Background: an optimization exercise with open tools, aiming at a short achievable clock period and few clock cycles per item. Do not read the settings as production practice. Only simulation tests tie the RTL to the original design; equivalence was not proved. Power figures rest on the tool's default switching activity, not on a simulated workload.

==> design/flow/design.v <==
`timescale 1ns/1ps
`default_nettype none
package cpu_pkg;
    typedef logic [32-1:0] word_t;
    typedef logic [$clog2(32)-1:0] reg_addr_t;
    localparam logic [6:0] OPC_OP     = 7'b0110011;
    localparam logic [6:0] OPC_OP_IMM = 7'b0010011;
    localparam logic [6:0] OPC_LUI    = 7'b0110111;
    localparam int U_ADD = 0;
    localparam int U_CMP = 1;
    localparam int U_SLL = 2;
    localparam int U_SR  = 3;
    localparam int U_LG  = 4;
    localparam int NU    = 5;
    localparam int S_ADD_A  = 0;
    localparam int S_ADD_B  = 1;     
    localparam int S_ADD_BN = 2;     
    localparam int S_CMP_A  = 3;
    localparam int S_CMP_B  = 4;
    localparam int S_SLL_D  = 5;
    localparam int S_SLL_SH = 6;
    localparam int S_SR_D   = 7;
    localparam int S_SR_SH  = 8;
    localparam int S_LG_A   = 9;
    localparam int S_LG_B   = 10;
    localparam int NS       = 11;
    localparam int F_ADD  = 0;
    localparam int F_SLL  = 1;
    localparam int F_SR   = 2;
    localparam int F_LG   = 3;
    localparam int F_REG  = 4;
    localparam int F_IMM  = 5;
    localparam int NF     = 6;
    typedef struct packed {
        logic          ena;         
        logic          wr;          
        logic          use_rs1;     
        logic          use_rs2;     
        logic          lui;
        logic [NU-1:0] unit;        
        logic          sub;
        logic          cmp_signed;
        logic          sra;
        logic [3:0]    lg_m;        
    } ctl_t;
endpackage
`default_nettype wire
`timescale 1ns/1ps
`default_nettype none
module fetch_unit (
    input  wire                 clk_cpu,
    input  wire                 reset_i,
    input  wire [31:0]          irom_inst_i,
    output cpu_pkg::word_t      irom_addr_o,
    input  wire [31:0]          e_wr_oh_i,
    output logic [31:0]         inst_o,
    output cpu_pkg::ctl_t       ctl_o,
    output logic [31:0]         rs1_sel_o,
    output logic [31:0]         rs2_sel_o,
    output logic [cpu_pkg::NS*cpu_pkg::NF-1:0] fsel_o,
    output logic                valid_o
);
    logic [29:0] pc_q;
    logic [6:0]  opcode;
    logic [2:0]  f3;
    logic [4:0]  rd, rs1, rs2;
    logic        is_op, is_imm, is_lui, is_alu;
    cpu_pkg::ctl_t ctl, d_ctl;
    logic        d_wr, e1, e2, w1, w2;
    logic [31:0] dec1, dec2;
    logic [cpu_pkg::NU-1:0] pu;
    logic [cpu_pkg::NS*cpu_pkg::NF-1:0] fsel;
    assign irom_addr_o = {pc_q, 2'b00};
    always_ff @(posedge clk_cpu) begin
        if (reset_i) begin
            pc_q    <= '0;
            valid_o <= 1'b0;
        end else begin
            pc_q    <= pc_q + 30'd1;
            valid_o <= 1'b1;
        end
    end
    assign opcode = irom_inst_i[6:0];
    assign f3     = irom_inst_i[14:12];
    assign rd     = irom_inst_i[11:7];
    assign rs1    = irom_inst_i[19:15];
    assign rs2    = irom_inst_i[24:20];
    for (genvar i = 0; i < 32; i++) begin : g_dec
        assign dec1[i] = rs1 == 5'(i);
        assign dec2[i] = rs2 == 5'(i);
    end
    assign is_op  = opcode == cpu_pkg::OPC_OP;
    assign is_imm = opcode == cpu_pkg::OPC_OP_IMM;
    assign is_lui = opcode == cpu_pkg::OPC_LUI;
    assign is_alu = is_op | is_imm;
    always_comb begin
        ctl            = '0;
        ctl.ena        = is_alu | is_lui;
        ctl.wr         = (is_alu | is_lui) && rd != '0;
        ctl.use_rs1    = is_alu;
        ctl.use_rs2    = is_op;
        ctl.lui        = is_lui;
        ctl.unit[cpu_pkg::U_ADD] = is_alu && f3 == 3'b000;
        ctl.unit[cpu_pkg::U_CMP] = is_alu && f3[2:1] == 2'b01;
        ctl.unit[cpu_pkg::U_SLL] = is_alu && f3 == 3'b001;
        ctl.unit[cpu_pkg::U_SR]  = is_alu && f3 == 3'b101;
        ctl.unit[cpu_pkg::U_LG]  = (is_alu && (f3 == 3'b100 || f3[2:1] == 2'b11)) || is_lui;
        ctl.sub        = is_op && f3 == 3'b000 && irom_inst_i[30];
        ctl.cmp_signed = !f3[0];
        ctl.sra        = irom_inst_i[30];
        ctl.lg_m       = {is_lui, is_alu && f3 == 3'b111, is_alu && f3 == 3'b110,
                          is_alu && f3 == 3'b100};
    end
    assign d_ctl = ctl_o;
    assign d_wr  = valid_o && d_ctl.wr;
    assign e1    = ctl.use_rs1 && d_wr && inst_o[11:7] == rs1;
    assign e2    = ctl.use_rs2 && d_wr && inst_o[11:7] == rs2;
    assign pu    = d_ctl.unit;
    assign w1    = |(dec1 & e_wr_oh_i);
    assign w2    = |(dec2 & e_wr_oh_i);
    function automatic logic [cpu_pkg::NF-1:0] sel(input logic en, input logic fwd,
                                                   input logic [cpu_pkg::NU-1:0] p,
                                                   input logic use_imm);
        logic [cpu_pkg::NF-1:0] v;
        v[cpu_pkg::F_ADD]  = en && fwd && p[cpu_pkg::U_ADD];
        v[cpu_pkg::F_SLL]  = en && fwd && p[cpu_pkg::U_SLL];
        v[cpu_pkg::F_SR]   = en && fwd && p[cpu_pkg::U_SR];
        v[cpu_pkg::F_LG]   = en && fwd && (p[cpu_pkg::U_LG] || p[cpu_pkg::U_CMP]);
        v[cpu_pkg::F_REG]  = en && !fwd && !use_imm;
        v[cpu_pkg::F_IMM]  = en && !fwd && use_imm;
        sel = v;
    endfunction
    always_comb begin
        fsel = '0;
        fsel[cpu_pkg::S_ADD_A  * cpu_pkg::NF +: cpu_pkg::NF] = sel(ctl.unit[cpu_pkg::U_ADD], e1, pu, 1'b0);
        fsel[cpu_pkg::S_ADD_B  * cpu_pkg::NF +: cpu_pkg::NF] = sel(ctl.unit[cpu_pkg::U_ADD] && !ctl.sub, e2, pu, !ctl.use_rs2);
        fsel[cpu_pkg::S_ADD_BN * cpu_pkg::NF +: cpu_pkg::NF] = sel(ctl.unit[cpu_pkg::U_ADD] && ctl.sub, e2, pu, !ctl.use_rs2);
        fsel[cpu_pkg::S_CMP_A  * cpu_pkg::NF +: cpu_pkg::NF] = sel(ctl.unit[cpu_pkg::U_CMP], e1, pu, 1'b0);
        fsel[cpu_pkg::S_CMP_B  * cpu_pkg::NF +: cpu_pkg::NF] = sel(ctl.unit[cpu_pkg::U_CMP], e2, pu, !ctl.use_rs2);
        fsel[cpu_pkg::S_SLL_D  * cpu_pkg::NF +: cpu_pkg::NF] = sel(ctl.unit[cpu_pkg::U_SLL], e1, pu, 1'b0);
        fsel[cpu_pkg::S_SLL_SH * cpu_pkg::NF +: cpu_pkg::NF] = sel(ctl.unit[cpu_pkg::U_SLL], e2, pu, !ctl.use_rs2);
        fsel[cpu_pkg::S_SR_D   * cpu_pkg::NF +: cpu_pkg::NF] = sel(ctl.unit[cpu_pkg::U_SR], e1, pu, 1'b0);
        fsel[cpu_pkg::S_SR_SH  * cpu_pkg::NF +: cpu_pkg::NF] = sel(ctl.unit[cpu_pkg::U_SR], e2, pu, !ctl.use_rs2);
        fsel[cpu_pkg::S_LG_A   * cpu_pkg::NF +: cpu_pkg::NF] = sel(ctl.unit[cpu_pkg::U_LG], e1, pu, 1'b0);
        fsel[cpu_pkg::S_LG_B   * cpu_pkg::NF +: cpu_pkg::NF] = sel(ctl.unit[cpu_pkg::U_LG], e2, pu, !ctl.use_rs2);
    end
    always_ff @(posedge clk_cpu) begin
        inst_o   <= irom_inst_i;
        ctl_o    <= ctl;
        rs1_sel_o <= {dec1[31:1] & ~e_wr_oh_i[31:1], w1};
        rs2_sel_o <= {dec2[31:1] & ~e_wr_oh_i[31:1], w2};
        fsel_o   <= fsel;
    end
endmodule
`default_nettype wire
`timescale 1ns/1ps
`default_nettype none
module decode_unit (
    input  wire                     clk_cpu,
    input  wire                     reset_i,
    input  wire [31:0]              inst_i,
    input  wire cpu_pkg::ctl_t      ctl_i,
    input  wire [31:0]              rs1_sel_i,
    input  wire [31:0]              rs2_sel_i,
    input  wire [cpu_pkg::NS*cpu_pkg::NF-1:0] fsel_i,
    input  wire                     valid_i,
    input  wire cpu_pkg::word_t     x_sum_i,
    input  wire cpu_pkg::word_t     x_sumn_i,
    input  wire cpu_pkg::word_t     x_slln_i,
    input  wire cpu_pkg::word_t     x_srn_i,
    input  wire cpu_pkg::word_t     x_lg_i,
    input  wire cpu_pkg::word_t     x_lgn_i,
    input  wire [31:0]              wb_we_oh_i,
    input  wire cpu_pkg::word_t     wb_value_i,
    output logic                    ex_valid_o,
    output logic                    ex_wr_o,
    output logic [31:0]             ex_wr_oh_o,
    output logic                    ex_ena_o,
    output cpu_pkg::reg_addr_t      ex_rd_o,
    output cpu_pkg::word_t          add_a_o,
    output cpu_pkg::word_t          add_b_o,
    output cpu_pkg::word_t          add_bn_o,
    output logic                    add_cin_o,
    output cpu_pkg::word_t          cmp_a_o,
    output cpu_pkg::word_t          cmp_b_o,
    output logic                    cmp_sgn_o,
    output cpu_pkg::word_t          sll_d_o,
    output logic [4:0]              sll_sh_o,
    output cpu_pkg::word_t          sr_d_o,
    output logic [4:0]              sr_sh_o,
    output logic                    sr_sra_o,
    output cpu_pkg::word_t          lg_a_o,
    output cpu_pkg::word_t          lg_b_o,
    output logic [3:0]              lg_m_o
);
    cpu_pkg::ctl_t  ctl;
    cpu_pkg::word_t imm;
    assign ctl = ctl_i;
    assign imm = ctl.lui ? {inst_i[31:12], 12'b0} : {{20{inst_i[31]}}, inst_i[31:20]};
    cpu_pkg::word_t regs [1:31];
    for (genvar i = 1; i < 32; i++) begin : g_rf
        always_ff @(posedge clk_cpu) begin
            if (wb_we_oh_i[i]) begin
                regs[i] <= wb_value_i;
            end
        end
    end
    cpu_pkg::word_t rd_src [0:31];
    assign rd_src[0] = wb_value_i;
    for (genvar i = 1; i < 32; i++) begin : g_src
        assign rd_src[i] = regs[i];
    end
    cpu_pkg::word_t a_oldn, b_oldn;
    for (genvar k = 0; k < 32; k++) begin : g_rd
        logic [31:0] col;
        for (genvar i = 0; i < 32; i++) begin : g_c
            assign col[i] = rd_src[i][k];
        end
        rd_mux32 u_a (.s_i(rs1_sel_i), .d_i(col), .yn_o(a_oldn[k]));
        rd_mux32 u_b (.s_i(rs2_sel_i), .d_i(col), .yn_o(b_oldn[k]));
    end
    function automatic logic [cpu_pkg::NF-1:0] fs(input int slot);
        fs = fsel_i[slot*cpu_pkg::NF +: cpu_pkg::NF];
    endfunction
    cpu_pkg::word_t add_a_d, add_b_d, add_bn_d, cmp_a_d, cmp_b_d, sll_d_d, sr_d_d, lg_a_d, lg_b_d;
    cpu_pkg::word_t sll_sh_w, sr_sh_w;
    fwd_word_a u_add_a (.f_i(fs(cpu_pkg::S_ADD_A)), .add_i(x_sum_i), .slln_i(x_slln_i), .srn_i(x_srn_i), .lg_i(x_lg_i),
                        .oldn_i(a_oldn), .y_o(add_a_d));
    fwd_word u_add_b (.f_i(fs(cpu_pkg::S_ADD_B)), .add_i(x_sum_i), .slln_i(x_slln_i), .srn_i(x_srn_i), .lg_i(x_lg_i),
                        .oldn_i(b_oldn), .imm_i(imm), .y_o(add_b_d));
    fwd_word_t u_add_bn (.f_i(fs(cpu_pkg::S_ADD_BN)), .add_i(x_sumn_i), .sll_i(x_slln_i), .sr_i(x_srn_i), .lg_i(x_lgn_i),
                        .old_i(b_oldn), .immn_i(~imm), .y_o(add_bn_d));
    fwd_word_a u_cmp_a (.f_i(fs(cpu_pkg::S_CMP_A)), .add_i(x_sum_i), .slln_i(x_slln_i), .srn_i(x_srn_i), .lg_i(x_lg_i),
                        .oldn_i(a_oldn), .y_o(cmp_a_d));
    fwd_word u_cmp_b (.f_i(fs(cpu_pkg::S_CMP_B)), .add_i(x_sum_i), .slln_i(x_slln_i), .srn_i(x_srn_i), .lg_i(x_lg_i),
                        .oldn_i(b_oldn), .imm_i(imm), .y_o(cmp_b_d));
    fwd_word_a u_sll_d (.f_i(fs(cpu_pkg::S_SLL_D)), .add_i(x_sum_i), .slln_i(x_slln_i), .srn_i(x_srn_i), .lg_i(x_lg_i),
                        .oldn_i(a_oldn), .y_o(sll_d_d));
    fwd_word_a u_sr_d (.f_i(fs(cpu_pkg::S_SR_D)), .add_i(x_sum_i), .slln_i(x_slln_i), .srn_i(x_srn_i), .lg_i(x_lg_i),
                        .oldn_i(a_oldn), .y_o(sr_d_d));
    fwd_word_a u_lg_a (.f_i(fs(cpu_pkg::S_LG_A)), .add_i(x_sum_i), .slln_i(x_slln_i), .srn_i(x_srn_i), .lg_i(x_lg_i),
                        .oldn_i(a_oldn), .y_o(lg_a_d));
    fwd_word u_lg_b (.f_i(fs(cpu_pkg::S_LG_B)), .add_i(x_sum_i), .slln_i(x_slln_i), .srn_i(x_srn_i), .lg_i(x_lg_i),
                        .oldn_i(b_oldn), .imm_i(imm), .y_o(lg_b_d));
    for (genvar i = 0; i < 5; i++) begin : g_sh
        fwd_bit u_sll (.f_i(fs(cpu_pkg::S_SLL_SH)), .add_i(x_sum_i[i]), .slln_i(x_slln_i[i]),
                       .srn_i(x_srn_i[i]), .lg_i(x_lg_i[i]), .oldn_i(b_oldn[i]), .imm_i(imm[i]), .y_o(sll_sh_w[i]));
        fwd_bit u_sr  (.f_i(fs(cpu_pkg::S_SR_SH)), .add_i(x_sum_i[i]), .slln_i(x_slln_i[i]),
                       .srn_i(x_srn_i[i]), .lg_i(x_lg_i[i]), .oldn_i(b_oldn[i]), .imm_i(imm[i]), .y_o(sr_sh_w[i]));
    end
    assign sll_sh_w[31:5] = '0;
    assign sr_sh_w[31:5]  = '0;
    always_ff @(posedge clk_cpu) begin
        if (reset_i) begin
            ex_valid_o <= 1'b0;
            ex_wr_o    <= 1'b0;
            ex_wr_oh_o <= '0;
        end else begin
            ex_valid_o <= valid_i;
            ex_wr_o    <= valid_i && ctl.wr;
            for (int i = 0; i < 32; i++) ex_wr_oh_o[i] <= valid_i && ctl.wr && inst_i[11:7] == 5'(i);
        end
    end
    always_ff @(posedge clk_cpu) begin
        ex_ena_o  <= ctl.ena;
        ex_rd_o   <= inst_i[11:7];
        add_a_o   <= add_a_d;
        add_b_o   <= add_b_d;
        add_bn_o  <= add_bn_d;
        add_cin_o <= ctl.sub;
        cmp_a_o   <= cmp_a_d;
        cmp_b_o   <= cmp_b_d;
        cmp_sgn_o <= ctl.cmp_signed;
        sll_d_o   <= sll_d_d;
        sll_sh_o  <= sll_sh_w[4:0];
        sr_d_o    <= sr_d_d;
        sr_sh_o   <= sr_sh_w[4:0];
        sr_sra_o  <= ctl.unit[cpu_pkg::U_SR] && ctl.sra;
        lg_a_o    <= lg_a_d;
        lg_b_o    <= lg_b_d;
        lg_m_o    <= ctl.lg_m;
    end
endmodule
module fwd_bit (
    input  wire [cpu_pkg::NF-1:0] f_i,
    input  wire                   add_i,
    input  wire                   slln_i,
    input  wire                   srn_i,
    input  wire                   lg_i,
    input  wire                   oldn_i,
    input  wire                   imm_i,
    output logic                  y_o
);
    assign y_o = (f_i[cpu_pkg::F_ADD] & add_i)
               | (f_i[cpu_pkg::F_SLL] & ~slln_i)
               | (f_i[cpu_pkg::F_SR]  & ~srn_i)
               | (f_i[cpu_pkg::F_LG]  & lg_i)
               | (f_i[cpu_pkg::F_REG] & ~oldn_i)
               | (f_i[cpu_pkg::F_IMM] & imm_i);
endmodule
module fwd_bit_a (
    input  wire [cpu_pkg::NF-1:0] f_i,
    input  wire                   add_i,
    input  wire                   slln_i,
    input  wire                   srn_i,
    input  wire                   lg_i,
    input  wire                   oldn_i,
    output logic                  y_o
);
    assign y_o = (f_i[cpu_pkg::F_ADD] & add_i)
               | (f_i[cpu_pkg::F_SLL] & ~slln_i)
               | (f_i[cpu_pkg::F_SR]  & ~srn_i)
               | (f_i[cpu_pkg::F_LG]  & lg_i)
               | (f_i[cpu_pkg::F_REG] & ~oldn_i);
endmodule
module fwd_word_a (
    input  wire [cpu_pkg::NF-1:0] f_i,
    input  wire cpu_pkg::word_t   add_i,
    input  wire cpu_pkg::word_t   slln_i,
    input  wire cpu_pkg::word_t   srn_i,
    input  wire cpu_pkg::word_t   lg_i,
    input  wire cpu_pkg::word_t   oldn_i,
    output cpu_pkg::word_t        y_o
);
    for (genvar i = 0; i < 32; i++) begin : g_b
        fwd_bit_a u_b (.f_i(f_i), .add_i(add_i[i]), .slln_i(slln_i[i]), .srn_i(srn_i[i]), .lg_i(lg_i[i]),
                       .oldn_i(oldn_i[i]), .y_o(y_o[i]));
    end
endmodule
module fwd_bit_t (
    input  wire [cpu_pkg::NF-1:0] f_i,
    input  wire                   add_i,
    input  wire                   sll_i,
    input  wire                   sr_i,
    input  wire                   lg_i,
    input  wire                   old_i,
    input  wire                   immn_i,
    output logic                  y_o
);
    assign y_o = (f_i[cpu_pkg::F_ADD] & add_i)
               | (f_i[cpu_pkg::F_SLL] & sll_i)
               | (f_i[cpu_pkg::F_SR]  & sr_i)
               | (f_i[cpu_pkg::F_LG]  & lg_i)
               | (f_i[cpu_pkg::F_REG] & old_i)
               | (f_i[cpu_pkg::F_IMM] & immn_i);
endmodule
module fwd_word (
    input  wire [cpu_pkg::NF-1:0] f_i,
    input  wire cpu_pkg::word_t   add_i,
    input  wire cpu_pkg::word_t   slln_i,
    input  wire cpu_pkg::word_t   srn_i,
    input  wire cpu_pkg::word_t   lg_i,
    input  wire cpu_pkg::word_t   oldn_i,
    input  wire cpu_pkg::word_t   imm_i,
    output cpu_pkg::word_t        y_o
);
    for (genvar i = 0; i < 32; i++) begin : g_b
        fwd_bit u_b (.f_i(f_i), .add_i(add_i[i]), .slln_i(slln_i[i]), .srn_i(srn_i[i]), .lg_i(lg_i[i]),
                     .oldn_i(oldn_i[i]), .imm_i(imm_i[i]), .y_o(y_o[i]));
    end
endmodule
module fwd_word_t (
    input  wire [cpu_pkg::NF-1:0] f_i,
    input  wire cpu_pkg::word_t   add_i,
    input  wire cpu_pkg::word_t   sll_i,
    input  wire cpu_pkg::word_t   sr_i,
    input  wire cpu_pkg::word_t   lg_i,
    input  wire cpu_pkg::word_t   old_i,
    input  wire cpu_pkg::word_t   immn_i,
    output cpu_pkg::word_t        y_o
);
    for (genvar i = 0; i < 32; i++) begin : g_b
        fwd_bit_t u_b (.f_i(f_i), .add_i(add_i[i]), .sll_i(sll_i[i]), .sr_i(sr_i[i]), .lg_i(lg_i[i]),
                       .old_i(old_i[i]), .immn_i(immn_i[i]), .y_o(y_o[i]));
    end
endmodule
module rd_ao22n (
    input  wire [1:0] s_i,
    input  wire [1:0] d_i,
    output logic      yn_o
);
    assign yn_o = ~((s_i[0] & d_i[0]) | (s_i[1] & d_i[1]));
endmodule
module rd_nand4 (
    input  wire [3:0] an_i,
    output logic      y_o
);
    assign y_o = ~&an_i;
endmodule
module rd_nor2 (
    input  wire [1:0] a_i,
    output logic      yn_o
);
    assign yn_o = ~|a_i;
endmodule
module rd_mux32 (
    input  wire [31:0] s_i,
    input  wire [31:0] d_i,
    output logic       yn_o
);
    logic [15:0] l1n;
    logic [3:0]  l2;
    logic [1:0]  l3n;
    for (genvar i = 0; i < 16; i++) begin : g_l1
        rd_ao22n u (.s_i(s_i[2*i +: 2]), .d_i(d_i[2*i +: 2]), .yn_o(l1n[i]));
    end
    for (genvar i = 0; i < 4; i++) begin : g_l2
        rd_nand4 u (.an_i(l1n[4*i +: 4]), .y_o(l2[i]));
    end
    for (genvar i = 0; i < 2; i++) begin : g_l3
        rd_nor2 u (.a_i(l2[2*i +: 2]), .yn_o(l3n[i]));
    end
    assign yn_o = l3n[0] & l3n[1];
endmodule
`default_nettype wire
`timescale 1ns/1ps
`default_nettype none
module execute_unit (
    input  wire cpu_pkg::word_t add_a_i,
    input  wire cpu_pkg::word_t add_b_i,
    input  wire cpu_pkg::word_t add_bn_i,
    input  wire                 add_cin_i,
    input  wire cpu_pkg::word_t cmp_a_i,
    input  wire cpu_pkg::word_t cmp_b_i,
    input  wire                 cmp_sgn_i,
    input  wire cpu_pkg::word_t sll_d_i,
    input  wire [4:0]           sll_sh_i,
    input  wire cpu_pkg::word_t sr_d_i,
    input  wire [4:0]           sr_sh_i,
    input  wire                 sr_sra_i,
    input  wire cpu_pkg::word_t lg_a_i,
    input  wire cpu_pkg::word_t lg_b_i,
    input  wire [3:0]           lg_m_i,
    output cpu_pkg::word_t      sum_o,
    output cpu_pkg::word_t      sumn_o,
    output cpu_pkg::word_t      slln_o,      
    output cpu_pkg::word_t      srn_o,       
    output cpu_pkg::word_t      lg_o,        
    output cpu_pkg::word_t      lgn_o,
    output cpu_pkg::word_t      result_o
);
    cpu_pkg::word_t lg;
    logic           lt;
    ks_add32 u_add (.a_i(add_a_i), .b_i(add_b_i), .bn_i(add_bn_i), .cin_i(add_cin_i),
                    .s_o(sum_o), .sn_o(sumn_o));
    ks_lt32  u_cmp (.a_i(cmp_a_i), .b_i(cmp_b_i), .sgn_i(cmp_sgn_i), .lt_o(lt));
    sh_left  u_sll (.d_i(sll_d_i), .sh_i(sll_sh_i), .yn_o(slln_o));
    sh_right u_sr  (.d_i(sr_d_i), .sh_i(sr_sh_i), .fill_i(sr_sra_i & sr_d_i[31]), .yn_o(srn_o));
    assign lg = ({32{lg_m_i[0]}} & (lg_a_i ^ lg_b_i))
              | ({32{lg_m_i[1]}} & (lg_a_i | lg_b_i))
              | ({32{lg_m_i[2]}} & (lg_a_i & lg_b_i))
              | ({32{lg_m_i[3]}} & lg_b_i);
    assign lg_o     = lg | {31'b0, lt};
    assign lgn_o    = ~lg_o;
    res_nand4 u_res [31:0] (.an_i(sumn_o), .bn_i(slln_o), .cn_i(srn_o), .dn_i(lgn_o), .y_o(result_o));
endmodule
module res_nand4 (
    input  wire an_i,
    input  wire bn_i,
    input  wire cn_i,
    input  wire dn_i,
    output logic y_o
);
    assign y_o = ~(an_i & bn_i & cn_i & dn_i);
endmodule
module ks_pre_n (
    input  wire gn_h_i,
    input  wire pn_h_i,
    input  wire gn_l_i,
    input  wire pn_l_i,
    output logic g_o,
    output logic p_o
);
    assign g_o = ~(gn_h_i & (pn_h_i | gn_l_i));
    assign p_o = ~(pn_h_i | pn_l_i);
endmodule
module ks_pre_p (
    input  wire g_h_i,
    input  wire p_h_i,
    input  wire g_l_i,
    input  wire p_l_i,
    output logic gn_o,
    output logic pn_o
);
    assign gn_o = ~(g_h_i | (p_h_i & g_l_i));
    assign pn_o = ~(p_h_i & p_l_i);
endmodule
module ks_inv (
    input  wire a_i,
    output logic y_o
);
    assign y_o = ~a_i;
endmodule
module ks_net32 (
    input  wire [31:0] gn_i,
    input  wire [31:0] pn_i,
    output logic [31:0] c_o
);
    logic [31:0] g [0:5];
    logic [31:0] p [0:5];
    assign g[0] = gn_i;
    assign p[0] = pn_i;
    for (genvar l = 0; l < 5; l++) begin : g_lev
        for (genvar i = 0; i < 32; i++) begin : g_bit
            if (i >= (1 << l)) begin : g_pre
                if (l % 2 == 0) begin : g_n
                    ks_pre_n u_pre (.gn_h_i(g[l][i]), .pn_h_i(p[l][i]),
                                    .gn_l_i(g[l][i - (1 << l)]), .pn_l_i(p[l][i - (1 << l)]),
                                    .g_o(g[l+1][i]), .p_o(p[l+1][i]));
                end else begin : g_p
                    ks_pre_p u_pre (.g_h_i(g[l][i]), .p_h_i(p[l][i]),
                                    .g_l_i(g[l][i - (1 << l)]), .p_l_i(p[l][i - (1 << l)]),
                                    .gn_o(g[l+1][i]), .pn_o(p[l+1][i]));
                end
            end else begin : g_pass
                ks_inv u_inv (.a_i(g[l][i]), .y_o(g[l+1][i]));
                assign p[l+1][i] = 1'b0;
            end
        end
    end
    assign c_o = g[5];
endmodule
module add_gn (
    input  wire a_i,
    input  wire b_i,
    input  wire bn_i,
    output logic gn_o
);
    assign gn_o = ~(a_i & (b_i | bn_i));
endmodule
module add_tn (
    input  wire a_i,
    input  wire b_i,
    input  wire bn_i,
    output logic tn_o
);
    assign tn_o = ~(a_i | b_i | bn_i);
endmodule
module add_x (
    input  wire a_i,
    input  wire b_i,
    input  wire bn_i,
    output logic x_o
);
    assign x_o = a_i ^ (b_i | bn_i);
endmodule
module add_gn0 (
    input  wire a_i,
    input  wire b_i,
    input  wire bn_i,
    input  wire cin_i,
    output logic gn_o
);
    assign gn_o = ~((a_i & (b_i | bn_i)) | (cin_i & (a_i | b_i | bn_i)));
endmodule
module add_s (
    input  wire x_i,
    input  wire c_i,
    output logic s_o
);
    assign s_o = x_i ^ c_i;
endmodule
module add_sn (
    input  wire x_i,
    input  wire c_i,
    output logic sn_o
);
    assign sn_o = ~(x_i ^ c_i);
endmodule
module ks_add32 (
    input  wire [31:0] a_i,
    input  wire [31:0] b_i,
    input  wire [31:0] bn_i,
    input  wire        cin_i,
    output logic [31:0] s_o,
    output logic [31:0] sn_o
);
    logic [31:0] gn, tn, x, c, ci;
    add_gn0 u_g0 (.a_i(a_i[0]), .b_i(b_i[0]), .bn_i(bn_i[0]), .cin_i(cin_i), .gn_o(gn[0]));
    for (genvar i = 1; i < 32; i++) begin : g_gt
        add_gn u_g (.a_i(a_i[i]), .b_i(b_i[i]), .bn_i(bn_i[i]), .gn_o(gn[i]));
        add_tn u_t (.a_i(a_i[i]), .b_i(b_i[i]), .bn_i(bn_i[i]), .tn_o(tn[i]));
    end
    for (genvar i = 0; i < 32; i++) begin : g_x
        add_x u_x (.a_i(a_i[i]), .b_i(b_i[i]), .bn_i(bn_i[i]), .x_o(x[i]));
    end
    ks_net32 u_net (.gn_i(gn), .pn_i({tn[31:1], 1'b1}), .c_o(c));
    assign ci = {c[30:0], cin_i};
    for (genvar i = 0; i < 32; i++) begin : g_s
        add_s  u_s  (.x_i(x[i]), .c_i(ci[i]), .s_o(s_o[i]));
        add_sn u_sn (.x_i(x[i]), .c_i(ci[i]), .sn_o(sn_o[i]));
    end
endmodule
module cmp_gn (
    input  wire a_i,
    input  wire b_i,
    output logic gn_o
);
    assign gn_o = ~(a_i & ~b_i);
endmodule
module cmp_pn (
    input  wire a_i,
    input  wire b_i,
    output logic pn_o
);
    assign pn_o = a_i ^ b_i;
endmodule
module cmp_gn0 (
    input  wire a_i,
    input  wire b_i,
    output logic gn_o
);
    assign gn_o = ~a_i & b_i;
endmodule
module cmp_top (
    input  wire a_i,
    input  wire b_i,
    input  wire sgn_i,
    input  wire c_i,
    output logic lt_o
);
    assign lt_o = (a_i == b_i) ? ~c_i : (sgn_i ? a_i : b_i);
endmodule
module ks_lt32 (
    input  wire [31:0] a_i,
    input  wire [31:0] b_i,
    input  wire        sgn_i,
    output logic       lt_o
);
    logic [31:0] gn, pn, c;
    cmp_gn0 u_g0 (.a_i(a_i[0]), .b_i(b_i[0]), .gn_o(gn[0]));
    assign pn[0] = 1'b1;
    for (genvar i = 1; i < 31; i++) begin : g_gp
        cmp_gn u_g (.a_i(a_i[i]), .b_i(b_i[i]), .gn_o(gn[i]));
        cmp_pn u_p (.a_i(a_i[i]), .b_i(b_i[i]), .pn_o(pn[i]));
    end
    assign gn[31] = 1'b1;
    assign pn[31] = 1'b1;
    ks_net32 u_net (.gn_i(gn), .pn_i(pn), .c_o(c));
    cmp_top u_top (.a_i(a_i[31]), .b_i(b_i[31]), .sgn_i(sgn_i), .c_i(c[30]), .lt_o(lt_o));
endmodule
module mx2i (
    input  wire a_i,
    input  wire b_i,
    input  wire s_i,
    output logic y_o
);
    assign y_o = ~(s_i ? b_i : a_i);
endmodule
module mz_t (
    input  wire a_i,
    input  wire s_i,
    output logic y_o
);
    assign y_o = ~(a_i & ~s_i);
endmodule
module mz_n (
    input  wire an_i,
    input  wire s_i,
    output logic y_o
);
    assign y_o = ~(an_i | s_i);
endmodule
module sh_left (
    input  wire [31:0] d_i,
    input  wire [4:0]  sh_i,
    output logic [31:0] yn_o
);
    logic [31:0] v [0:5];
    assign v[0] = d_i;
    for (genvar k = 0; k < 5; k++) begin : g_lev
        for (genvar i = 0; i < 32; i++) begin : g_bit
            if (i >= (1 << k)) begin : g_m
                mx2i u_m (.a_i(v[k][i]), .b_i(v[k][i - (1 << k)]), .s_i(sh_i[k]), .y_o(v[k+1][i]));
            end else if (k % 2 == 0) begin : g_zt
                mz_t u_z (.a_i(v[k][i]), .s_i(sh_i[k]), .y_o(v[k+1][i]));
            end else begin : g_zn
                mz_n u_z (.an_i(v[k][i]), .s_i(sh_i[k]), .y_o(v[k+1][i]));
            end
        end
    end
    assign yn_o = v[5];
endmodule
module sh_right (
    input  wire [31:0] d_i,
    input  wire [4:0]  sh_i,
    input  wire        fill_i,
    output logic [31:0] yn_o
);
    logic [31:0] v [0:5];
    logic        fill_n;
    assign fill_n = ~fill_i;
    assign v[0] = d_i;
    for (genvar k = 0; k < 5; k++) begin : g_lev
        for (genvar i = 0; i < 32; i++) begin : g_bit
            if (i + (1 << k) < 32) begin : g_m
                mx2i u_m (.a_i(v[k][i]), .b_i(v[k][i + (1 << k)]), .s_i(sh_i[k]), .y_o(v[k+1][i]));
            end else begin : g_f
                mx2i u_m (.a_i(v[k][i]), .b_i((k % 2 == 0) ? fill_i : fill_n), .s_i(sh_i[k]),
                          .y_o(v[k+1][i]));
            end
        end
    end
    assign yn_o = v[5];
endmodule
`default_nettype wire
`timescale 1ns/1ps
`default_nettype none
module result_unit (
    input  wire                     clk_cpu,
    input  wire                     reset_i,
    input  wire                     valid_i,
    input  wire                     wr_i,
    input  wire                     ena_i,
    input  wire cpu_pkg::reg_addr_t rd_i,
    input  wire cpu_pkg::word_t     result_i,
    output logic [31:0]             wb_we_oh_o,
    output cpu_pkg::word_t          wb_value_o,
    output logic                    debug_wb_have_inst_o,
    output cpu_pkg::word_t          debug_wb_pc_o,
    output logic                    debug_wb_ena_o,
    output cpu_pkg::reg_addr_t      debug_wb_reg_o,
    output cpu_pkg::word_t          debug_wb_value_o
);
    logic               valid_q;
    logic               ena_q;
    logic [29:0]        pc_q;
    cpu_pkg::reg_addr_t rd_q;
    cpu_pkg::word_t     value_q;
    logic [31:0]        we_oh_q;
    always_ff @(posedge clk_cpu) begin
        if (reset_i) begin
            valid_q <= 1'b0;
            we_oh_q <= '0;
        end else begin
            valid_q <= valid_i;
            for (int i = 0; i < 32; i++) we_oh_q[i] <= wr_i && rd_i == 5'(i);
        end
    end
    always_ff @(posedge clk_cpu) begin
        pc_q    <= valid_q ? pc_q + 30'd1 : '0;
        ena_q   <= ena_i;
        rd_q    <= rd_i;
        value_q <= result_i;
    end
    assign wb_we_oh_o = we_oh_q;
    assign wb_value_o = value_q;
    assign debug_wb_have_inst_o = valid_q;
    assign debug_wb_pc_o        = {pc_q, 2'b00};
    assign debug_wb_ena_o       = ena_q;
    assign debug_wb_reg_o       = rd_q;
    assign debug_wb_value_o     = value_q;
endmodule
`default_nettype wire
`timescale 1ns/1ps
`default_nettype none
module cpu (
    input  wire                        clk_cpu,
    input  wire                        reset_i,
    input  wire [32-1:0]  irom_inst_i,
    output cpu_pkg::word_t             irom_addr_o,
    output logic                       debug_wb_have_inst_o,
    output cpu_pkg::word_t             debug_wb_pc_o,
    output logic                       debug_wb_ena_o,
    output cpu_pkg::reg_addr_t         debug_wb_reg_o,
    output cpu_pkg::word_t             debug_wb_value_o
);
    logic [31:0]        fd_inst;
    cpu_pkg::ctl_t      fd_ctl;
    logic [31:0]        fd_rs1_sel, fd_rs2_sel;
    logic [cpu_pkg::NS*cpu_pkg::NF-1:0] fd_fsel;
    logic               fd_valid;
    logic               ex_valid, ex_wr, ex_ena;
    logic [31:0]        ex_wr_oh;
    cpu_pkg::reg_addr_t ex_rd;
    cpu_pkg::word_t     add_a, add_b, add_bn, cmp_a, cmp_b, sll_d, sr_d, lg_a, lg_b;
    logic               add_cin, cmp_sgn, sr_sra;
    logic [4:0]         sll_sh, sr_sh;
    logic [3:0]         lg_m;
    cpu_pkg::word_t     x_sum, x_sumn, x_slln, x_srn, x_lg, x_lgn, alu_res;
    logic [31:0]        wb_we_oh;
    cpu_pkg::word_t     wb_value;
    fetch_unit u_fetch (
        .clk_cpu     (clk_cpu),
        .reset_i     (reset_i),
        .irom_inst_i (irom_inst_i),
        .irom_addr_o (irom_addr_o),
        .e_wr_oh_i   (ex_wr_oh),
        .inst_o      (fd_inst),
        .ctl_o       (fd_ctl),
        .rs1_sel_o   (fd_rs1_sel),
        .rs2_sel_o   (fd_rs2_sel),
        .fsel_o      (fd_fsel),
        .valid_o     (fd_valid)
    );
    decode_unit u_decode (
        .clk_cpu    (clk_cpu),
        .reset_i    (reset_i),
        .inst_i     (fd_inst),
        .ctl_i      (fd_ctl),
        .rs1_sel_i  (fd_rs1_sel),
        .rs2_sel_i  (fd_rs2_sel),
        .fsel_i     (fd_fsel),
        .valid_i    (fd_valid),
        .x_sum_i    (x_sum),
        .x_sumn_i   (x_sumn),
        .x_slln_i   (x_slln),
        .x_srn_i    (x_srn),
        .x_lg_i     (x_lg),
        .x_lgn_i    (x_lgn),
        .wb_we_oh_i (wb_we_oh),
        .wb_value_i (wb_value),
        .ex_valid_o (ex_valid),
        .ex_wr_o    (ex_wr),
        .ex_wr_oh_o (ex_wr_oh),
        .ex_ena_o   (ex_ena),
        .ex_rd_o    (ex_rd),
        .add_a_o    (add_a),
        .add_b_o    (add_b),
        .add_bn_o   (add_bn),
        .add_cin_o  (add_cin),
        .cmp_a_o    (cmp_a),
        .cmp_b_o    (cmp_b),
        .cmp_sgn_o  (cmp_sgn),
        .sll_d_o    (sll_d),
        .sll_sh_o   (sll_sh),
        .sr_d_o     (sr_d),
        .sr_sh_o    (sr_sh),
        .sr_sra_o   (sr_sra),
        .lg_a_o     (lg_a),
        .lg_b_o     (lg_b),
        .lg_m_o     (lg_m)
    );
    execute_unit u_execute (
        .add_a_i   (add_a),
        .add_b_i   (add_b),
        .add_bn_i  (add_bn),
        .add_cin_i (add_cin),
        .cmp_a_i   (cmp_a),
        .cmp_b_i   (cmp_b),
        .cmp_sgn_i (cmp_sgn),
        .sll_d_i   (sll_d),
        .sll_sh_i  (sll_sh),
        .sr_d_i    (sr_d),
        .sr_sh_i   (sr_sh),
        .sr_sra_i  (sr_sra),
        .lg_a_i    (lg_a),
        .lg_b_i    (lg_b),
        .lg_m_i    (lg_m),
        .sum_o     (x_sum),
        .sumn_o    (x_sumn),
        .slln_o    (x_slln),
        .srn_o     (x_srn),
        .lg_o      (x_lg),
        .lgn_o     (x_lgn),
        .result_o  (alu_res)
    );
    result_unit u_result (
        .clk_cpu              (clk_cpu),
        .reset_i              (reset_i),
        .valid_i              (ex_valid),
        .wr_i                 (ex_wr),
        .ena_i                (ex_ena),
        .rd_i                 (ex_rd),
        .result_i             (alu_res),
        .wb_we_oh_o           (wb_we_oh),
        .wb_value_o           (wb_value),
        .debug_wb_have_inst_o (debug_wb_have_inst_o),
        .debug_wb_pc_o        (debug_wb_pc_o),
        .debug_wb_ena_o       (debug_wb_ena_o),
        .debug_wb_reg_o       (debug_wb_reg_o),
        .debug_wb_value_o     (debug_wb_value_o)
    );
endmodule
`default_nettype wire
==> design/flow/run.sh <==
#!/bin/bash
# synth_recipe.tcl (not shown) runs the flow's synth.tcl, then flattens the netlist and writes it again
# the make line also repeats each setting of config.mk as NAME=value (left out here)
make -C /OpenROAD-flow-scripts/flow DESIGN_CONFIG=/design/flow/config.mk WORK_HOME=/design/flow/orfs CLKGATE_MAP_FILE= SYNTH_SCRIPT=/design/flow/synth_recipe.tcl finish
==> design/flow/config.mk <==
export PLATFORM = sky130hd
export DESIGN_NAME = cpu
export DESIGN_NICKNAME = cpu
export VERILOG_FILES = /design/flow/design.v
export SDC_FILE = /design/flow/constraint.sdc
export NUM_CORES = 4
export LEC_CHECK = 0
export CAP_MARGIN = 20
export CORE_MARGIN = 2
export CORE_UTILIZATION = 35
export SETUP_SLACK_MARGIN = 3.6
export SLEW_MARGIN = 20
export SYNTH_HIERARCHICAL = 1
export TNS_END_PERCENT = 100
==> design/flow/constraint.sdc <==
create_clock -name core_clock -period 6.0 [get_ports {clk_cpu}]
set_input_delay 1.2000 -clock core_clock [delete_from_list [all_inputs] [get_ports {clk_cpu}]]
set_output_delay 1.2000 -clock core_clock [all_outputs]
set_load 0.01 [all_outputs]
==> notes.md, run 1 <==
Port Buffers 132; Layout Nets 7569; final total power 25.5 mW; mean number of vias per cell 6.37; delay of the slowest critical-path stage 390 ps; Top reg by flops u_decode.regs; Die W 489 µm; htree depth 4; Mapped Area 82400 µm²; via count 68800; Required @ worst endpoint 6590 ps; Residual DRC 0; Starting Density 0.351; DR pass1 iterations 9; commonest non-fill, non-tap cell in the layout a22oi_2; CTS Buffer Depth 3; Worst setup SP type flop; post-DP HPWL 209000 µm; VDD IR max 0.340 mV; initial antenna violation count 32; status no timing/DRC/antenna violations; RSZ-0062 raised after global routing yes; CTS buffer count 180; CP cell instances buf_12 > buf_16 > buf_4 > buf_6 > mux2i_4 > mux2i_2 > mux2i_1 > buf_4 > buf_6 > mux2i_4 > mux2i_4 > buf_6 > nand4_1; drt total wl 362000 µm; commonest cells after routing, fill and taps aside a22oi_2 (1195), edfxtp_1 (992), nand2b_1 (652); Worst setup EP type flop; Buf+Inv Stages, Crit Path 7; CP max stage cell mux2i_1; die area 239000 µm²; clk root buf clkbuf_16; number of max-cap violations 0; fin crit period 3010 ps; gr ovfl total 0; Worst Hold Class flop to flop; Fmax 332 MHz; final hold viol count 0; row cnt 178; Top Registers u_decode.regs x992, u_fetch.fsel_o x61; wire per inst 33.5 µm; r2r startpoint u_decode.sr_sh_o[0]; Sink Count 1631; Slew Limit Fails 0; Total GRT Usage 0.289; Starting DRT DRC Count 9397; min-delay src u_decode.ex_ena_o; Worst Path Arrival 3600 ps; PwrDens 246 nW/µm²; GPL Wtd Cong 0.998; share of cells above drive strength 1 0.397; Clock Skew 73.3 ps; Clk Latency, worst-skew pair 900 ps; pin count of the biggest net entering global routing 44; vias in the first global route 66800; Synth Warn # 22; Area Growth Syn to Fin 25.6%; CP top delay family multiplexers; Setup Crit Path Kind flop to flop; worst slew pin tran 1220 ps; first-pass GRT wire length 495000 µm; total negative setup slack 0 ps; Slew headroom 0.189; Avg Cell Area, Syn 12.3 µm²; CP startpoint u_decode.sr_sh_o[0]; clock slew at reported path FFs 60 ps; leakage 32.9 nW; Die Y 489 µm; Final ANT Viol Nets 0; worst-path fanout max 5; max reg flops 992; Post-Synthesis Cells 6699; Core Area 235000 µm²; CTS tree built; Boundary Pins 137; setup violators final 0; Tcrit/Tclk final 0.502
==> cell type report <==
type / instances / area, µm²
flip-flops and latches: 1631 / 43100
fillers: 21200 / 131000
clock inverters: 107 / 1300
diodes: 25 / 62.6
repair buffers: 673 / 7370
inverters: 348 / 1330
multi-input cells: 4635 / 41500
clock buffers: 233 / 4920
well taps: 3150 / 3940
==> where the power goes <==
group	internal [mW]	switching, mW	total (mW)	leakage (nW)
Clock	6.64	5.02	11.7	3.01
Combinational	0.571	1.18	1.75	15.6
Sequential	11.9	0.136	12.0	14.2
Total	19.1	6.34	25.5	32.9
==> final timing paths <==
check | end | slack, ps | cells past startpoint
worst min-delay path | u_result.ena_q | 330 | 0
worst max-delay path | u_result.value_q[8] | 2990 | 13
worst max register to register | u_result.value_q[8] | 2990 | 13
worst min register to register | u_result.ena_q | 330 | 0
==> per-layer routing <==
layer	wire length, µm	global-route usage	share of wire	up-vias
met2	159000	0.443	0.44	4940
met1	133000	0.358	0.37	34600
met5	17	0	0.000047	-
met3	42300	0.0810	0.12	1341
met4	26800	0.181	0.074	4
li1	-	-	-	27900
==> what timing repair did <==
action / 4_1_cts / 5_1_grt
pin swaps: 176 / 167
gates cloned: 43 / 3
resized for setup: 1283 / 251
setup endpoints to repair: 487 / 455
hold buffers: 0 / 0
buffers inserted: 265 / 60
==> through the flow <==
step	utilization	hold slack [ps]	setup WS, ps	instances	instance area [µm²]
global route	0.441	342	3060	10800	103000
finish	0.441	326	2990	10800	104000
CTS	0.433	328	3210	10700	102000
detailed placement	0.378	315	1970	10100	88700
floorplan	-	310	3420	6702	82500
global placement	0.378	312	2010	10100	88700
Testbench counts, summed over its fixed seeds: cycles 24,016, items 24,000.
==> inputs of run 2 (changes only) <==
--- a/design/flow/design.v
+++ b/design/flow/design.v
@@ -53,6 +53,8 @@
     input  wire [31:0]          irom_inst_i,
     output cpu_pkg::word_t      irom_addr_o,
     input  wire [31:0]          e_wr_oh_i,
+    input  wire                 e_wr_i,
+    input  wire cpu_pkg::reg_addr_t e_rd_i,
     output logic [31:0]         inst_o,
     output cpu_pkg::ctl_t       ctl_o,
     output logic [31:0]         rs1_sel_o,
@@ -61,6 +63,8 @@
     output logic                valid_o
 );
     logic [29:0] pc_q;
+    logic [31:0] word_q;
+    logic        word_valid_q;
     logic [6:0]  opcode;
     logic [2:0]  f3;
     logic [4:0]  rd, rs1, rs2;
@@ -73,18 +77,23 @@
     assign irom_addr_o = {pc_q, 2'b00};
     always_ff @(posedge clk_cpu) begin
         if (reset_i) begin
-            pc_q    <= '0;
-            valid_o <= 1'b0;
+            pc_q         <= '0;
+            word_valid_q <= 1'b0;
+            valid_o      <= 1'b0;
         end else begin
-            pc_q    <= pc_q + 30'd1;
-            valid_o <= 1'b1;
+            pc_q         <= pc_q + 30'd1;
+            word_valid_q <= 1'b1;
+            valid_o      <= word_valid_q;
         end
     end
-    assign opcode = irom_inst_i[6:0];
-    assign f3     = irom_inst_i[14:12];
-    assign rd     = irom_inst_i[11:7];
-    assign rs1    = irom_inst_i[19:15];
-    assign rs2    = irom_inst_i[24:20];
+    always_ff @(posedge clk_cpu) begin
+        word_q <= irom_inst_i;
+    end
+    assign opcode = word_q[6:0];
+    assign f3     = word_q[14:12];
+    assign rd     = word_q[11:7];
+    assign rs1    = word_q[19:15];
+    assign rs2    = word_q[24:20];
     for (genvar i = 0; i < 32; i++) begin : g_dec
         assign dec1[i] = rs1 == 5'(i);
         assign dec2[i] = rs2 == 5'(i);
@@ -105,9 +114,9 @@
         ctl.unit[cpu_pkg::U_SLL] = is_alu && f3 == 3'b001;
         ctl.unit[cpu_pkg::U_SR]  = is_alu && f3 == 3'b101;
         ctl.unit[cpu_pkg::U_LG]  = (is_alu && (f3 == 3'b100 || f3[2:1] == 2'b11)) || is_lui;
-        ctl.sub        = is_op && f3 == 3'b000 && irom_inst_i[30];
+        ctl.sub        = is_op && f3 == 3'b000 && word_q[30];
         ctl.cmp_signed = !f3[0];
-        ctl.sra        = irom_inst_i[30];
+        ctl.sra        = word_q[30];
         ctl.lg_m       = {is_lui, is_alu && f3 == 3'b111, is_alu && f3 == 3'b110,
                           is_alu && f3 == 3'b100};
     end
@@ -116,8 +125,8 @@
     assign e1    = ctl.use_rs1 && d_wr && inst_o[11:7] == rs1;
     assign e2    = ctl.use_rs2 && d_wr && inst_o[11:7] == rs2;
     assign pu    = d_ctl.unit;
-    assign w1    = |(dec1 & e_wr_oh_i);
-    assign w2    = |(dec2 & e_wr_oh_i);
+    assign w1    = e_wr_i && e_rd_i == rs1;
+    assign w2    = e_wr_i && e_rd_i == rs2;
     function automatic logic [cpu_pkg::NF-1:0] sel(input logic en, input logic fwd,
                                                    input logic [cpu_pkg::NU-1:0] p,
                                                    input logic use_imm);
@@ -145,7 +154,7 @@
         fsel[cpu_pkg::S_LG_B   * cpu_pkg::NF +: cpu_pkg::NF] = sel(ctl.unit[cpu_pkg::U_LG], e2, pu, !ctl.use_rs2);
     end
     always_ff @(posedge clk_cpu) begin
-        inst_o   <= irom_inst_i;
+        inst_o   <= word_q;
         ctl_o    <= ctl;
         rs1_sel_o <= {dec1[31:1] & ~e_wr_oh_i[31:1], w1};
         rs2_sel_o <= {dec2[31:1] & ~e_wr_oh_i[31:1], w2};
@@ -727,6 +736,7 @@
     logic [29:0]        pc_q;
     cpu_pkg::reg_addr_t rd_q;
     cpu_pkg::word_t     value_q;
+    cpu_pkg::word_t     dbg_value_q;
     logic [31:0]        we_oh_q;
     always_ff @(posedge clk_cpu) begin
         if (reset_i) begin
@@ -742,6 +752,7 @@
         ena_q   <= ena_i;
         rd_q    <= rd_i;
         value_q <= result_i;
+        dbg_value_q <= ena_i ? result_i : '0;
     end
     assign wb_we_oh_o = we_oh_q;
     assign wb_value_o = value_q;
@@ -749,7 +760,7 @@
     assign debug_wb_pc_o        = {pc_q, 2'b00};
     assign debug_wb_ena_o       = ena_q;
     assign debug_wb_reg_o       = rd_q;
-    assign debug_wb_value_o     = value_q;
+    assign debug_wb_value_o     = dbg_value_q;
 endmodule
 `default_nettype wire
 `timescale 1ns/1ps
@@ -786,6 +797,8 @@
         .irom_inst_i (irom_inst_i),
         .irom_addr_o (irom_addr_o),
         .e_wr_oh_i   (ex_wr_oh),
+        .e_wr_i      (ex_wr),
+        .e_rd_i      (ex_rd),
         .inst_o      (fd_inst),
         .ctl_o       (fd_ctl),
         .rs1_sel_o   (fd_rs1_sel),
--- a/design/flow/config.mk
+++ b/design/flow/config.mk
@@ -7,7 +7,9 @@
 export LEC_CHECK = 0
 export CAP_MARGIN = 20
 export CORE_MARGIN = 2
-export CORE_UTILIZATION = 35
+export CORE_UTILIZATION = 40
+export CTS_CLUSTER_DIAMETER = 80
+export CTS_CLUSTER_SIZE = 40
 export SETUP_SLACK_MARGIN = 3.6
 export SLEW_MARGIN = 20
 export SYNTH_HIERARCHICAL = 1
==> notes.md, run 2 <==
Top reg by flops u_decode.regs; VDD IR max 0.247 mV; commonest cells after routing, fill and taps aside a22oi_2 (1235), edfxtp_1 (992), nand2b_1 (678); status no timing/DRC/antenna violations; Worst Path Arrival 3390 ps; row cnt 167; worst slew pin tran 1180 ps; Mapped Area 83400 µm²; non-filler instance count after layout 10200; Port Buffers 132; Clock Skew 44.9 ps; die area 212000 µm²; Worst R2R Path Depth 12; dpl cells 9747; final total power 22.6 mW; pin count of the biggest net entering global routing 43; via count 67000; initial antenna violation count 14; share of cells above drive strength 1 0.402; htree depth 3; DR pass1 iterations 8; clk root buf clkbuf_16; Post-Synthesis Cells 6693; CTS Buffer Depth 3; Die Y 461 µm; commonest non-fill, non-tap cell in the layout a22oi_2; fin crit period 2740 ps; Total GRT Usage 0.330; post-DP HPWL 225000 µm; vias in the first global route 64000; Final ANT Viol Nets 0; final hold viol count 0; Synth Warn # 22; PwrDens 225 nW/µm²; Setup Crit Path Kind flop to flop; Boundary Pins 137; Residual DRC 0; gr ovfl total 0; Worst setup EP type flop; Slew Limit Fails 0; RSZ-0062 raised after global routing yes; Clk Latency, worst-skew pair 820 ps; drt total wl 363000 µm; Die W 461 µm; Top Registers u_decode.regs x992, u_fetch.fsel_o x61; worst-path fanout max 8; setup violators final 0; CTS tree built; Starting Density 0.403; leakage 31.9 nW; hold path cells 0; Worst Hold Class flop to flop; Layout Nets 7448; Sink Count 1695; wire per inst 35.4 µm; CTS buffer count 104; mean number of vias per cell 6.54; first-pass GRT wire length 496000 µm; Required @ worst endpoint 6650 ps; total negative setup slack 0 ps; clock slew at reported path FFs 90 ps; Tcrit/Tclk final 0.457; max reg flops 992; Avg Cell Area, Syn 12.5 µm²; Area Growth Syn to Fin 20.8%; Finished Core Util 0.486; Fmax 365 MHz; Core Area 207000 µm²; GPL Wtd Cong 1.00; Slew headroom 0.215; Starting DRT DRC Count 9235; number of max-cap violations 0; Worst setup SP type flop
run 2: per-layer routing:
metal  wire [µm]  up-vias  share of wire  GRT usage
li1            -    27700              -          -
met1      137000    33900           0.38      0.417
met2      159000     4282           0.44      0.499
met3       37500     1166           0.10     0.0797
met4       29500        8          0.081      0.224
met5          77        -        0.00021    0.00161
run 2: layout make-up:
cell class              count  area [µm²]
inverters                 336        1290
well taps                2788        3490
fillers                 18200      106000
clock buffers             108        2640
multi-input cells        4599       41600
flip-flops and latches   1695       44500
repair buffers            612        6050
diodes                     14        35.0
clock inverters            90        1270
run 2: power by group:
| group | internal [mW] | total, mW | leakage (nW) | switching, mW |
|---|---|---|---|---|
| logic | 0.430 | 1.52 | 14.8 | 1.09 |
| registers | 12.3 | 12.5 | 15.2 | 0.162 |
| clock network | 3.72 | 8.64 | 1.88 | 4.91 |
| total | 16.5 | 22.6 | 31.9 | 6.17 |
run 2: through the flow:
| step | cell area (µm²) | hold WS [ps] | setup slack, ps |
|---|---|---|---|
| 6_report | 101000 | 334 | 3260 |
| 5_1_grt | 101000 | 346 | 3230 |
| 4_1_cts | 98500 | 340 | 3390 |
| 3_5_place_dp | 89500 | 312 | 2440 |
| 3_3_place_gp | 89500 | 310 | 2450 |
| 2_1_floorplan | 83500 | 310 | 3610 |
run 2: critical path, cell delays in order (launching register included):
cell and delay, ps:
dfxtp_4 380, buf_12 140, buf_12 160, mux2i_4 260, mux2i_2 140, mux2i_2 260, buf_4 180, mux2i_4 80
mux2i_4 380, buf_4 190, inv_2 30, a22oi_2 180, o2111ai_2 170
run 2: worst paths after layout:
kind	end	slack, ps	start
min reg2reg	u_fetch.inst_o[26]	330	u_fetch.word_q[26]
min	u_fetch.inst_o[26]	330	u_fetch.word_q[26]
max reg2reg	u_decode.lg_b_o[9]	3260	u_decode.sr_sh_o[0]
max	u_decode.lg_b_o[9]	3260	u_decode.sr_sh_o[0]
run 2: timing repair:
item	4_1_cts	5_1_grt
resized for setup	1289	337
pin swaps	93	123
buffers inserted	190	78
gates cloned	10	5
endpoints found under the setup margin	503	478
hold buffers	0	0
Testbench counts of run 2, summed over its fixed seeds: cycles 24,024, items 24,000.

afterwards: timing with drivers on the ports:
No port has a modelled driver above. Below, the same layouts with a new extraction and two added sets of constraints. Step 1 sets driving cells, clkbuf_16 on the clock port and buf_2 on the other inputs (assumed; they add their load-dependent delay and slew). Step 2 moves the port delays by t, midway between the first and last clock arrival at a register: inputs arrive t later, outputs are due t later. That takes back most of the time a late clock gives input paths. Three values: no drivers, after step 1, after step 2; two values: the first two.
| run | shift t [ns] | setup slack, ns | worst setup path after step 2 | latest minus earliest clock arrival (ns) |
|---|---|---|---|---|
| run 1 | 0.948 | 2.987 / 2.987 / 2.709 | input to register | 0.073 / 0.074 |
| run 2 | 0.889 | 3.258 / 3.258 / 3.051 | input to register | 0.045 / 0.045 |
After both steps every run listed still meets setup and hold. For run 1, which loses most, drivers alone change the setup slack by 0.000 ns; drivers and shift together by -0.278 ns.
